Background: an optimization exercise with open tools, aiming at small area and a short achievable clock period. Do not read the settings as production practice. In this exercise RTL edits were held to simulation tests only and were not proved equivalent to the original.

## old
==> flow/design.v <==
module ibexc_data_tag_bridge #(
    parameter logic [31:0] TagBase        = 32'h2001_0000,
    parameter int          NumGranules    = 2048,
    parameter int          MaxOutstanding = 2
) (
    input  logic        clk_i,
    input  logic        rst_ni,
    input  logic        core_req_i,
    output logic        core_gnt_o,
    output logic        core_rvalid_o,
    input  logic        core_we_i,
    input  logic [3:0]  core_be_i,
    input  logic [31:0] core_addr_i,
    input  logic [32:0] core_wdata_i,
    input  logic        core_is_cap_i,
    output logic [32:0] core_rdata_o,
    output logic        core_err_o,
    output logic        bus_req_o,
    input  logic        bus_gnt_i,
    input  logic        bus_rvalid_i,
    output logic        bus_we_o,
    output logic [3:0]  bus_be_o,
    output logic [31:0] bus_addr_o,
    output logic [31:0] bus_wdata_o,
    input  logic [31:0] bus_rdata_i,
    input  logic        bus_err_i,
    output logic        protocol_err_o
);
    localparam int IdxW  = $clog2(NumGranules);    
    localparam int ColW  = 4;
    localparam int RowW  = IdxW - ColW;            
    localparam int NCol  = 1 << ColW;              
    localparam int NRow  = 1 << RowW;              
    localparam int RegW  = IdxW + 3;               
    localparam int BnkW  = 3;
    localparam int NBnk  = 1 << BnkW;              
    localparam int BRow  = NRow / NBnk;            
    logic            ne_q;       
    logic            full_q;     
    logic            rd_q;       
    logic            wr_q;       
    logic            perr_q;
    logic            clr_q;      
    logic            pol_q;      
    logic [RowW-1:0] row_q   [2];
    logic [ColW-1:0] col_q   [2];
    logic            wr_en_q [2];    
    logic            wval_q  [2];    
    logic            rd_en_q [2];    
    logic            rflag_q [2];    
    logic [NCol-1:0] rowv_q  [2];    
    logic            rowi_q  [2];
    logic            np_q;
    logic            hnew_q;
    logic            nt_raw_q;       
    logic            nt_c1_q;        
    logic            nt_c0_q;        
    logic push, pop;
    assign push = bus_gnt_i & ~full_q;
    assign pop  = bus_rvalid_i & ne_q;
    assign bus_req_o   = core_req_i & ~full_q;
    assign core_gnt_o  = push;
    assign bus_we_o    = core_we_i;
    assign bus_be_o    = core_be_i;
    assign bus_addr_o  = core_addr_i;
    assign bus_wdata_o = core_wdata_i[31:0];
    logic nt_flag;
    assign nt_flag = nt_c0_q | (nt_c1_q & (nt_raw_q ^ ~pol_q));
    logic            h_wr, h_wval, h_rflag;
    logic            h_rd_en;
    logic [RowW-1:0] h_row;
    logic [ColW-1:0] h_col;
    logic [NCol-1:0] h_rowv;
    assign h_wr    = rd_q ? wr_en_q[1] : wr_en_q[0];
    assign h_wval  = rd_q ? wval_q[1]  : wval_q[0];
    assign h_rd_en = rd_q ? rd_en_q[1] : rd_en_q[0];
    assign h_rflag = hnew_q ? nt_flag : (rd_q ? rflag_q[1] : rflag_q[0]);
    assign h_row   = rd_q ? row_q[1]   : row_q[0];
    assign h_col   = rd_q ? col_q[1]   : col_q[0];
    assign h_rowv  = rd_q ? (rowv_q[1] ^ {NCol{rowi_q[1]}}) : (rowv_q[0] ^ {NCol{rowi_q[0]}});
    assign core_rvalid_o      = pop;
    assign core_err_o         = pop & bus_err_i;
    assign core_rdata_o[31:0] = rst_ni ? bus_rdata_i : 32'h0;
    assign core_rdata_o[32]   = pop & ~bus_err_i & h_rflag;
    assign protocol_err_o     = perr_q;
    logic wcommit;
    assign wcommit = pop & ~bus_err_i & h_wr;
    logic [NCol-1:0] h_rownew;
    always_comb begin
        for (int c = 0; c < NCol; c++)
            h_rownew[c] = (h_col == c) ? h_wval : h_rowv[c];
    end
    logic            n_in_region;
    logic [RowW-1:0] n_row;
    logic [ColW-1:0] n_col;
    assign n_in_region = (core_addr_i[31:RegW] == TagBase[31:RegW]);
    assign n_row       = core_addr_i[RegW-1:3+ColW];
    assign n_col       = core_addr_i[ColW+2:3];
    logic [NRow-1:0] rrow;
    logic [NCol-1:0] bankrd [NBnk];
    logic [NCol-1:0] rowraw;     
    always_comb begin
        for (int r = 0; r < NRow; r++) rrow[r] = (n_row == r);
        rowraw = '1;
        for (int b = 0; b < NBnk; b++) rowraw = rowraw & bankrd[b];
        rowraw = ~rowraw;
    end
    logic            n_same, n_fwd;
    assign n_same = wcommit & (h_row == n_row);
    assign n_fwd  = clr_q | n_same;
    logic n_rd_en;
    assign n_rd_en = ~core_we_i & core_is_cap_i & n_in_region;
    logic [NRow-1:0] wa, wb;
    logic [NCol-1:0] wd;
    logic [NCol-1:0] wy [NBnk];
    logic [NBnk-1:0] wany;
    always_comb begin
        for (int r = 0; r < NRow; r++) begin
            wa[r] = clr_q | (wcommit & (h_row == r));
            wb[r] = ~clr_q & (h_row != r);
        end
    end
    assign wd = ~((clr_q ? '0 : h_rownew) ^ {NCol{~pol_q}});
    always_comb begin
        for (int b = 0; b < NBnk; b++) begin
            wany[b] = clr_q | (wcommit & (h_row[RowW-1:RowW-BnkW] == b));
            wy[b]   = wany[b] ? wd : '1;
        end
    end
    for (genvar b = 0; b < NBnk; b++) begin : g_bank
        ibexc_data_tag_bridge_bank #(
            .NR (BRow),
            .NC (NCol)
        ) u_bank (
            .clk_i  (clk_i),
            .wa_i   (wa[b*BRow +: BRow]),
            .wb_i   (wb[b*BRow +: BRow]),
            .wy_i   (wy[b]),
            .rsel_i (rrow[b*BRow +: BRow]),
            .rdn_o  (bankrd[b])
        );
    end
    always_ff @(posedge clk_i) begin
        nt_raw_q <= rowraw[n_col];
        nt_c1_q  <= n_rd_en & ~(clr_q | (n_same & (h_col == n_col)));
        nt_c0_q  <= n_rd_en & ~clr_q & n_same & (h_col == n_col) & h_wval;
    end
    always_ff @(posedge clk_i) begin
        for (int k = 0; k < 2; k++) begin
            if (push && (wr_q == (k == 1))) begin
                row_q[k]   <= n_row;
                col_q[k]   <= n_col;
                wr_en_q[k] <= core_we_i & n_in_region;
                wval_q[k]  <= core_is_cap_i & core_wdata_i[32];
                rd_en_q[k] <= n_rd_en;
                rowv_q[k]  <= n_fwd ? (clr_q ? '0 : h_rownew) : rowraw;
                rowi_q[k]  <= ~n_fwd & pol_q;
            end else begin
                if (wcommit && (row_q[k] == h_row)) begin
                    rowv_q[k] <= h_rownew;
                    rowi_q[k] <= 1'b0;
                end
                if (wcommit && (row_q[k] == h_row) && (col_q[k] == h_col))
                    rflag_q[k] <= rd_en_q[k] & h_wval;
                else if (np_q && (wr_q != (k == 1)))
                    rflag_q[k] <= nt_flag;
            end
        end
    end
    always_ff @(posedge clk_i or negedge rst_ni) begin
        if (!rst_ni) begin
            ne_q   <= 1'b0;
            full_q <= 1'b0;
            rd_q   <= 1'b0;
            wr_q   <= 1'b0;
            perr_q <= 1'b0;
            np_q   <= 1'b0;
            hnew_q <= 1'b0;
        end else begin
            np_q   <= push;
            hnew_q <= push & ((rd_q ^ pop) == wr_q);
            if (push) wr_q <= ~wr_q;
            if (pop)  rd_q <= ~rd_q;
            case ({push, pop})
                2'b10: begin
                    ne_q   <= 1'b1;
                    full_q <= ne_q;
                end
                2'b01: begin
                    ne_q   <= full_q;
                    full_q <= 1'b0;
                end
                default: ;
            endcase
            if (bus_rvalid_i && !ne_q) perr_q <= 1'b1;
        end
    end
    always_ff @(posedge clk_i or negedge rst_ni) begin
        if (!rst_ni) clr_q <= 1'b1;
        else         clr_q <= 1'b0;
    end
    always_ff @(posedge clk_i or negedge rst_ni) begin
        if (!rst_ni) pol_q <= 1'b0;
        else         pol_q <= ~pol_q;
    end
endmodule
module ibexc_data_tag_bridge_bank #(
    parameter int NR = 16,
    parameter int NC = 16
) (
    input  logic          clk_i,
    input  logic [NR-1:0] wa_i,
    input  logic [NR-1:0] wb_i,
    input  logic [NC-1:0] wy_i,
    input  logic [NR-1:0] rsel_i,
    output logic [NC-1:0] rdn_o
);
    logic [NC-1:0] tags_q [NR];
    always_ff @(posedge clk_i) begin
        for (int r = 0; r < NR; r++) begin
            tags_q[r] <= ~((tags_q[r] | {NC{wa_i[r]}}) & ({NC{wb_i[r]}} | wy_i));
        end
    end
    logic [NC-1:0] rd;
    always_comb begin
        rd = '0;
        for (int r = 0; r < NR; r++) rd = rd | (tags_q[r] & {NC{rsel_i[r]}});
    end
    assign rdn_o = ~rd;
endmodule
Settings: LEC_CHECK=0, CAP_MARGIN=20, CORE_MARGIN=2, CORE_UTILIZATION=40, CTS_CLUSTER_DIAMETER=50, CTS_CLUSTER_SIZE=24, SETUP_SLACK_MARGIN=3.6, SLEW_MARGIN=35, SYNTH_HIERARCHICAL=1; clock period 7.0 ns.
standard.sh (not shown) runs the stock make flow with config.mk's settings and CLKGATE_MAP_FILE= SYNTH_SCRIPT=/design/flow/synth_recipe.tcl, a recipe that flattens the netlist after the stock synthesis.
==> flow/flow/run.sh <==
#!/bin/bash
# The standard layout (standard.sh), with plain buffers rather than delay
# cells on the ports and no dummy clock loads. standard.sh's output goes to
# standard.log.
set -o pipefail
export BUFFER_PORTS_ARGS="-buffer_cell sky130_fd_sc_hd__buf_2"
export CTS_ARGS="-sink_clustering_enable -repair_clock_nets -dont_use_dummy_load -sink_clustering_size 24 -sink_clustering_max_diameter 50"
bash standard.sh > standard.log 2>&1
old | status: complete | timing, DRC, antenna: pass
Input-level comparison between new and old:
--- a/flow/design.v
+++ b/flow/design.v
@@ -98,15 +98,14 @@
     assign n_col       = core_addr_i[ColW+2:3];
     logic [NRow-1:0] rrow;
     logic [NCol-1:0] bankrd [NBnk];
     logic [NCol-1:0] rowraw;     
     always_comb begin
         for (int r = 0; r < NRow; r++) rrow[r] = (n_row == r);
-        rowraw = '1;
-        for (int b = 0; b < NBnk; b++) rowraw = rowraw & bankrd[b];
-        rowraw = ~rowraw;
+        rowraw = '0;
+        for (int b = 0; b < NBnk; b++) rowraw = rowraw | bankrd[b];
     end
     logic            n_same, n_fwd;
     assign n_same = wcommit & (h_row == n_row);
     assign n_fwd  = clr_q | n_same;
     logic n_rd_en;
     assign n_rd_en = ~core_we_i & core_is_cap_i & n_in_region;
@@ -134,13 +133,13 @@
         ) u_bank (
             .clk_i  (clk_i),
             .wa_i   (wa[b*BRow +: BRow]),
             .wb_i   (wb[b*BRow +: BRow]),
             .wy_i   (wy[b]),
             .rsel_i (rrow[b*BRow +: BRow]),
-            .rdn_o  (bankrd[b])
+            .rd_o   (bankrd[b])
         );
     end
     always_ff @(posedge clk_i) begin
         nt_raw_q <= rowraw[n_col];
         nt_c1_q  <= n_rd_en & ~(clr_q | (n_same & (h_col == n_col)));
         nt_c0_q  <= n_rd_en & ~clr_q & n_same & (h_col == n_col) & h_wval;
@@ -210,21 +209,19 @@
 ) (
     input  logic          clk_i,
     input  logic [NR-1:0] wa_i,
     input  logic [NR-1:0] wb_i,
     input  logic [NC-1:0] wy_i,
     input  logic [NR-1:0] rsel_i,
-    output logic [NC-1:0] rdn_o
+    output logic [NC-1:0] rd_o
 );
     logic [NC-1:0] tags_q [NR];
     always_ff @(posedge clk_i) begin
         for (int r = 0; r < NR; r++) begin
             tags_q[r] <= ~((tags_q[r] | {NC{wa_i[r]}}) & ({NC{wb_i[r]}} | wy_i));
         end
     end
-    logic [NC-1:0] rd;
-    always_comb begin
-        rd = '0;
-        for (int r = 0; r < NR; r++) rd = rd | (tags_q[r] & {NC{rsel_i[r]}});
-    end
-    assign rdn_o = ~rd;
+    always_comb begin
+        rd_o = '0;
+        for (int r = 0; r < NR; r++) rd_o = rd_o | (tags_q[r] & {NC{rsel_i[r]}});
+    end
 endmodule
- The final worst setup slack in new sits 0.42 ns below the value recorded for old.
- Number of antenna violations at the first check in global routing: new and old compared, higher one is old
- Side by side, wire length on met3 turned out higher in new than in old.
- [compare] base=old new=new: post-placement cell area down 460 sq um, met1 routed wirelength after detailed routing went down by 0.46%.
- old -> new: non-clock buffer count increased by a few percent

[re-timing with driven ports]
The flow's constraints put no driver on any port. The routed layouts listed below were extracted and timed again, unchanged, in two steps. Step 1 sets driving cells, clkbuf_16 on the clock port and buf_2 on the other inputs (assumed; they add their load-dependent delay and slew). Step 2 adds t to the input delays and takes it off the output delays; t is the mean of the earliest and latest rising clock arrival at the registers after step 1. Input paths then give back, and output paths get back, about the clock's delay inside the block. Three values: ideal ports, drivers, drivers and shift; two values: the first two.
run | shift t [ns] | setup WS [ns] | worst setup path after step 2 | worst slew at a driven data input, ns
old | 0.889 | 3.212 / 3.142 / 2.253 | input to register | 0.17
new | 0.905 | 2.792 / 2.724 / 1.819 | input to register | 0.24
After both steps every run listed still meets setup and hold. For new, which loses most, drivers alone change the setup slack by -0.068 ns; drivers and shift together by -0.973 ns.
